Context: an optimization exercise on an open-source flow, tuned for small area. The choices shown serve that exercise and are no tape-out recipe.
In this exercise RTL edits were held to simulation tests only and were not proved equivalent to the original.

==> raven <==
Design pill_box_top, start of the top module:
module pill_box_top #(
	parameter int TICKS_PER_SEC = 32_768,
	parameter int TONE_DIV      = 8
) (
	input  logic                               clk,
	input  logic                               rst_n,
	input  pill_box_pkg::key_code_t            keyvalue,
	output logic [23:0]                        time_din,
	output logic [27:0]                        pill_box_din,
	output logic                               beep,
	output logic [pill_box_pkg::NUM_BOXES-1:0] alarm_box,
	output pill_box_pkg::menu_mode_t           mode_out,
	output pill_box_pkg::slot_idx_t            index_out
);
	localparam int NSLOT = 9;
	localparam int TW    = $clog2(TONE_DIV) + 1;
	function automatic logic [5:0] step6(logic [5:0] v, logic [5:0] max_v, logic up);
		if (up) step6 = (v == max_v) ? 6'd0 : v + 6'd1;
		else    step6 = (v == 6'd0) ? max_v : v - 6'd1;
	endfunction
	function automatic logic [7:0] bcd60(logic [5:0] v);
		logic [4:0] h;
		logic [2:0] t;
		h = v[5:1];
		if (h >= 5'd25)      t = 3'd5;
		else if (h >= 5'd20) t = 3'd4;
		else if (h >= 5'd15) t = 3'd3;
		else if (h >= 5'd10) t = 3'd2;
		else if (h >= 5'd5)  t = 3'd1;
		else                 t = 3'd0;
		bcd60 = {1'b0, t, 3'(h - 5'(t) * 5'd5), v[0]};
	endfunction
	function automatic logic [2:0] kenc(logic [4:0] kv);
		if (!kv[4] && kv[3:0] < 4'd6) kenc = kv[2:0] + 3'd1;
		else                          kenc = 3'd0;
	endfunction
	function automatic logic [3:0] sub9(logic [3:0] a, logic [3:0] b);
		logic [4:0] d;
  ...
Settings: LEC_CHECK=0, CAP_MARGIN=20, CORE_MARGIN=2, CORE_UTILIZATION=40, SLEW_MARGIN=20; clock period 10.0 ns.
standard.sh (not shown) runs the stock make flow with config.mk's settings and CLKGATE_MAP_FILE= SYNTH_SCRIPT=/design/flow/synth_recipe.tcl, a recipe that flattens the netlist after the stock synthesis.
==> flow/flow/run.sh <==
#!/bin/bash
# Own layout flow: the standard ORFS flow (standard.sh) with these changes:
#  - synthesis is the standard flow's script (synth_recipe.tcl, ORFS synth.tcl) except that
#    ABC maps the logic with an area-oriented script, flow/abc_area.script;
#    registers are mapped before ABC and are left as the standard synthesis
#    makes them;
#  - adders are left to ABC as plain logic (ADDER_MAP_FILE empty) instead of
#    being mapped to half/full adder cells first;
#  - input and output ports are buffered with buf_1;
#  - clock tree clusters and repair margins are set below.
# Each tool's output goes to a log file in this folder.
set -euo pipefail
W=$(pwd)
F=$FLOW_HOME
cp "$W/flow/abc_area.script" "$W/abc_area.script"
sed "s#^source \$::env(SCRIPTS_DIR)/synth_preamble.tcl#source \$::env(SCRIPTS_DIR)/synth_preamble.tcl\nset abc_args [lreplace \$abc_args 1 1 $W/abc_area.script]#" \
	"$F/scripts/synth.tcl" > "$W/synth_area.tcl"
grep -q "abc_area.script" "$W/synth_area.tcl"
sed "s#source \$::env(SCRIPTS_DIR)/synth.tcl#source $W/synth_area.tcl#" "$W/synth_recipe.tcl" > "$W/synth_recipe_area.tcl"
grep -q "synth_area.tcl" "$W/synth_recipe_area.tcl"
make -C "$F" DESIGN_CONFIG="$FLOW_CONFIG" WORK_HOME="$W/orfs" CLKGATE_MAP_FILE= \
	SYNTH_SCRIPT="$W/synth_recipe_area.tcl" ADDER_MAP_FILE= \
	CAP_MARGIN=0 CORE_MARGIN=2 CORE_UTILIZATION=40 SLEW_MARGIN=0 \
	CTS_CLUSTER_SIZE=30 CTS_CLUSTER_DIAMETER=80 "CTS_BUF_LIST=sky130_fd_sc_hd__clkbuf_16 sky130_fd_sc_hd__clkbuf_8" \
	"BUFFER_PORTS_ARGS=-buffer_cell sky130_fd_sc_hd__buf_1" \
	finish > "$W/make.log" 2>&1
: # left out here: write the final layout as DEF
==> flow/flow/abc_area.script <==
strash
dc2
dc2
dch -f
amap
topo
==> nickel (differences from raven) <==
--- a/flow/design.v
+++ b/flow/design.v
@@ -62,28 +62,23 @@
 	output logic                               beep,
 	output logic [pill_box_pkg::NUM_BOXES-1:0] alarm_box,
 	output pill_box_pkg::menu_mode_t           mode_out,
 	output pill_box_pkg::slot_idx_t            index_out
 );
 	localparam int NSLOT = 9;
-	localparam int TW    = $clog2(TONE_DIV) + 1;
+	localparam bit PRESC_LFSR = (TICKS_PER_SEC == 32_768);
+	localparam int PW         = PRESC_LFSR ? 15 : $clog2(TICKS_PER_SEC + 1);
+	localparam bit TONE_POW2  = (TONE_DIV & (TONE_DIV - 1)) == 0;
+	localparam int TW         = $clog2(TONE_DIV) + 1;
+	localparam int TLW        = (TW > 1) ? TW - 1 : 1;      
 	function automatic logic [5:0] step6(logic [5:0] v, logic [5:0] max_v, logic up);
 		if (up) step6 = (v == max_v) ? 6'd0 : v + 6'd1;
 		else    step6 = (v == 6'd0) ? max_v : v - 6'd1;
 	endfunction
 	function automatic logic [7:0] bcd60(logic [5:0] v);
-		logic [4:0] h;
-		logic [2:0] t;
-		h = v[5:1];
-		if (h >= 5'd25)      t = 3'd5;
-		else if (h >= 5'd20) t = 3'd4;
-		else if (h >= 5'd15) t = 3'd3;
-		else if (h >= 5'd10) t = 3'd2;
-		else if (h >= 5'd5)  t = 3'd1;
-		else                 t = 3'd0;
-		bcd60 = {1'b0, t, 3'(h - 5'(t) * 5'd5), v[0]};
+		bcd60 = {4'(v / 6'd10), 4'(v % 6'd10)};
 	endfunction
 	function automatic logic [2:0] kenc(logic [4:0] kv);
 		if (!kv[4] && kv[3:0] < 4'd6) kenc = kv[2:0] + 3'd1;
 		else                          kenc = 3'd0;
 	endfunction
 	function automatic logic [3:0] sub9(logic [3:0] a, logic [3:0] b);
@@ -167,27 +162,36 @@
 			slot_d  <= slot;
 			pend_up <= adj_up;
 			pend_dn <= adj_dn;
 		end
 	end
 	wire pend = pend_up | pend_dn;
-	logic [14:0] presc;
-	logic        presc_low0;
-	logic        hold;
-	logic        tick;
-	logic        new_second;
-	assign presc_low0 = (presc[13:0] == 14'd0);
+	logic [PW-1:0] presc;
+	logic [PW-1:0] presc_nx;
+	logic          presc_low0;
+	logic          hold;
+	logic          tick;
+	logic          new_second;
+	assign presc_low0 = (presc[PW-2:0] == '0);
 	assign hold       = editing && mode_time;
-	assign tick       = !hold && presc[14] && presc_low0;
+	always_comb begin
+		if (PRESC_LFSR) begin
+			tick     = !hold && presc[PW-1] && presc_low0;
+			presc_nx = {presc[PW-2:0], presc[PW-1] ^ presc[PW-2] ^ presc_low0};
+		end else begin
+			tick     = !hold && (presc == PW'(TICKS_PER_SEC - 1));
+			presc_nx = tick ? '0 : presc + 1'b1;
+		end
+	end
 	always_ff @(posedge clk or negedge rst_n) begin
 		if (!rst_n) begin
 			presc      <= '0;
 			new_second <= 1'b0;
 		end else begin
 			new_second <= tick;
-			presc      <= hold ? '0 : {presc[13:0], presc[14] ^ presc[13] ^ presc_low0};
+			presc      <= hold ? '0 : presc_nx;
 		end
 	end
 	logic [16:0] w_time;     
 	logic [16:0] n_time;     
 	logic [16:0] t_time;     
 	logic [16:0] c_time;     
@@ -235,20 +239,18 @@
 	assign buf_pos   = sub9(buf_tag, rot);
 	assign sel_buf   = buf_dirty && (buf_tag == sel_idx);
 	assign v_on      = |(selv & s_en);
 	always_comb begin
 		ring_sel = '0;
 		for (int p = 0; p < NSLOT; p++) begin
-			if (sel_pos == 4'(p)) ring_sel = ring_sel | ring[p];
+			if (sel_pos == 4'(p) && mode_d != 2'd0 && !sel_buf && !ring_clr) ring_sel = ring_sel | ring[p];
 		end
 	end
 	always_comb begin
-		if (mode_d == 2'd0)  view = n_time;      
-		else if (sel_buf)    view = buf_time;
-		else if (!ring_clr)  view = ring_sel;
-		else                 view = '0;
+		view = ring_sel | ({17{mode_d == 2'd0}} & n_time) |      
+			({17{mode_d != 2'd0 && sel_buf}} & buf_time);
 	end
 	logic [5:0] e_val, e_max, e_new;
 	always_comb begin
 		case (field)
 			3'd1:    e_val = {1'b0, view[16:12]};
 			3'd2:    e_val = view[11:6];
@@ -261,29 +263,28 @@
 			3'd1:    w_time[16:12] = e_new[4:0];
 			3'd2:    w_time[11:6]  = e_new;
 			3'd3:    w_time[5:0]   = e_new;
 			default: ;
 		endcase
 	end
-	assign slot_wr = pend && !mode_time;
-	logic [2:0]  port_flush;
-	logic [2:0]  port_wr;
+	assign slot_wr = pend && !mode_time && (field != 3'd4);
+	logic [1:0]  port_flush;
+	logic [1:0]  port_wr;
 	logic [16:0] port_data;
 	assign port_flush[0] = buf_dirty && (buf_pos == 4'd1);
-	assign port_flush[1] = buf_dirty && (buf_pos == 4'd4);
-	assign port_flush[2] = buf_dirty && (buf_pos == 4'd7);
-	assign port_wr       = port_flush | {3{ring_clr}};
+	assign port_flush[1] = buf_dirty && (buf_pos == 4'd5);
+	assign port_wr       = port_flush | {2{ring_clr}};
 	assign port_data     = ring_clr ? '0 : buf_time;
 	always_ff @(posedge clk or negedge rst_n) begin
 		if (!rst_n)           ring_clr <= 1'b1;
-		else if (rot == 4'd2) ring_clr <= 1'b0;
+		else if (rot == 4'd4) ring_clr <= 1'b0;
 	end
 	always_ff @(posedge clk) begin
 		for (int p = 0; p < NSLOT; p++) begin
-			if (p % 3 == 0 && port_wr[p / 3]) ring[p] <= port_data;
-			else                              ring[p] <= ring[(p + 1) % NSLOT];
+			if (p % 4 == 0 && p < 8 && port_wr[p / 4]) ring[p] <= port_data;
+			else                                        ring[p] <= ring[(p + 1) % NSLOT];
 		end
 	end
 	always_ff @(posedge clk or negedge rst_n) begin
 		if (!rst_n) rot <= '0;
 		else        rot <= (rot == 4'd8) ? 4'd0 : rot + 4'd1;
 	end
@@ -300,36 +301,34 @@
 	end
 	always_ff @(posedge clk or negedge rst_n) begin
 		if (!rst_n) begin
 			s_en    <= '0;
 		end else begin
 			for (int i = 0; i < NSLOT; i++) begin
-				if (slot_wr && selv[i]) begin
-					if (field == 3'd4) s_en[i] <= !v_on;
-				end
+				if (pend && !mode_time && field == 3'd4 && selv[i]) s_en[i] <= !v_on;
 			end
 		end
 	end
 	logic [2:0]       alarm_q;
 	logic [NSLOT-1:0] hit;
 	logic [NSLOT-1:0] m_hit;
 	logic             head_eq;
-	logic             live_eq;
+	logic             buf_eq;
 	assign head_eq = (ring[0] == t_time);
-	assign live_eq = (view == t_time);
+	assign buf_eq  = (buf_time == t_time);
 	always_ff @(posedge clk) begin
 		for (int i = 0; i < NSLOT; i++) begin
-			if (selv[i])
-				m_hit[i] <= live_eq;
-			else if (rot == 4'(i) && !(buf_dirty && buf_tag == 4'(i)))
+			if (buf_dirty && buf_tag == 4'(i))
+				m_hit[i] <= buf_eq;
+			else if (rot == 4'(i))
 				m_hit[i] <= head_eq;
 		end
 	end
 	always_comb begin
 		for (int i = 0; i < NSLOT; i++) begin
-			hit[i] = s_en[i] && (selv[i] ? (live_eq && !editing) : m_hit[i]);
+			hit[i] = s_en[i] && m_hit[i] && !(editing && selv[i]);
 		end
 	end
 	always_ff @(posedge clk or negedge rst_n) begin
 		if (!rst_n) begin
 			alarm_q <= '0;
 		end else if (ev_ack) begin
@@ -339,15 +338,20 @@
 				if (|hit[b*3 +: 3]) alarm_q[b] <= 1'b1;
 			end
 		end
 	end
 	assign alarm_box = alarm_q;
 	logic [TW-1:0] tone_cnt;
+	function automatic logic [TW-1:0] tone_next(logic [TW-1:0] c);
+		if (TONE_POW2)                                  tone_next = c + 1'b1;
+		else if (c[TLW-1:0] != TLW'(TONE_DIV - 1))     tone_next = c + 1'b1;
+		else                                            tone_next = TW'({!c[TW-1], {TLW{1'b0}}});
+	endfunction
 	always_ff @(posedge clk or negedge rst_n) begin
 		if (!rst_n) tone_cnt <= '0;
-		else        tone_cnt <= tone_cnt + 1'b1;
+		else        tone_cnt <= tone_next(tone_cnt);
 	end
 	assign beep = ~(tone_cnt[TW-1] & |alarm_q);
 	assign time_din     = {bcd60({1'b0, n_time[16:12]}), bcd60(n_time[11:6]), bcd60(n_time[5:0])};
 	assign pill_box_din = (mode_d == 2'd0) ? 28'h0FFFFFF :
 		{bcd60({1'b0, view[16:12]}), bcd60(view[11:6]), bcd60(view[5:0]), 3'b000, v_on};
 endmodule
==> flow/flow/run.sh (replaced) <==
#!/bin/bash
# Own layout flow: the standard ORFS flow (standard.sh) with these changes:
#  - synthesis is the standard flow's script (synth_recipe.tcl, ORFS synth.tcl) except that
#    ABC maps the logic with an area-oriented script, flow/abc_area.script;
#    registers are mapped before ABC and are left as the standard synthesis
#    makes them;
#  - adders are left to ABC as plain logic (ADDER_MAP_FILE empty) instead of
#    being mapped to half/full adder cells first;
#  - input and output ports are buffered with buf_1;
#  - clock tree clusters (no dummy loads), repair margins and utilization
#    are set below.
# Each tool's output goes to a log file in this folder.
set -euo pipefail
W=$(pwd)
F=$FLOW_HOME
cp "$W/flow/abc_area.script" "$W/abc_area.script"
sed "s#^source \$::env(SCRIPTS_DIR)/synth_preamble.tcl#source \$::env(SCRIPTS_DIR)/synth_preamble.tcl\nset abc_args [lreplace \$abc_args 1 1 $W/abc_area.script]#" \
	"$F/scripts/synth.tcl" > "$W/synth_area.tcl"
grep -q "abc_area.script" "$W/synth_area.tcl"
sed "s#source \$::env(SCRIPTS_DIR)/synth.tcl#source $W/synth_area.tcl#" "$W/synth_recipe.tcl" > "$W/synth_recipe_area.tcl"
grep -q "synth_area.tcl" "$W/synth_recipe_area.tcl"
make -C "$F" DESIGN_CONFIG="$FLOW_CONFIG" WORK_HOME="$W/orfs" CLKGATE_MAP_FILE= \
	SYNTH_SCRIPT="$W/synth_recipe_area.tcl" ADDER_MAP_FILE= \
	CAP_MARGIN=0 CORE_MARGIN=2 CORE_UTILIZATION=60 SLEW_MARGIN=0 \
	"CTS_ARGS=-sink_clustering_enable -repair_clock_nets -sink_clustering_size 40 -sink_clustering_max_diameter 70 -dont_use_dummy_load" \
	"BUFFER_PORTS_ARGS=-buffer_cell sky130_fd_sc_hd__buf_1" \
	finish > "$W/make.log" 2>&1
: # left out here: write the final layout as DEF
==> flow/flow/abc_area.script (replaced) <==
strash
ifraig
dc2
dc2
dch -f
amap -F 2 -A 6
topo
==> impl_results.md <==
* Met1 Usage GRT at 33.8%
* Starting Density at 40.6%
* Initial DRC Count at 1035
* Syn Inst Count at 1288
* Clk Latency, worst-skew pair at 0.50 ns
* Status: timing/DRC/antenna clean
* Commonest cells in the netlist: nor2_1, clkinv_1, dfxtp_1, nand2_1, o22ai_1
* Total GRT Usage at 23.2%
* Comb_multi_in at 835
* Final wirelength at 34.2 mm
* Compound-Gate Fraction of Synth Area at 26.3%
* Levels on crit path at 41
[end of results for raven]
==> impl_results.md <==
* Final number of hold-violating endpoints at 0
* Post-Synth XOR/XNOR Area at 0.0815%
* Levels on crit path at 34
* Clk Latency, worst-skew pair at 0.51 ns
* Final wirelength at 30.5 mm
* Status: timing/DRC/antenna clean
* Comb_multi_in at 751
* Commonest cells in the netlist: dfxtp_1, clkinv_1, nor2_1, nand2_1, o22ai_1
* Syn Inst Count at 1158
* Initial DRC Count at 1043
* Total GRT Usage at 32.0%
* Starting Density at 61.7%
[end of results for nickel]

[afterwards: timing with drivers on the ports]
In the flow no input, the clock included, has a driving cell. The finished layouts below were timed again as built, in two steps. Step 1 assumes that a clkbuf_16 drives the clock port and a buf_2 every other input. Step 2, shift: input delay + t, output delay - t, t = (earliest + latest rising clock arrival at the registers) / 2. This alone moves slack from input paths to output paths. Slacks: no drivers / after step 1 / after step 2; pairs: no drivers / after step 1.
run	shift t [ns]	slack for setup (ns)	worst data-port slew with drivers (ns)
raven	0.541	0.777 / 0.727 / 1.268	0.03
nickel	0.528	0.694 / 0.648 / 1.175	0.03
After both steps every run listed still meets setup and hold.
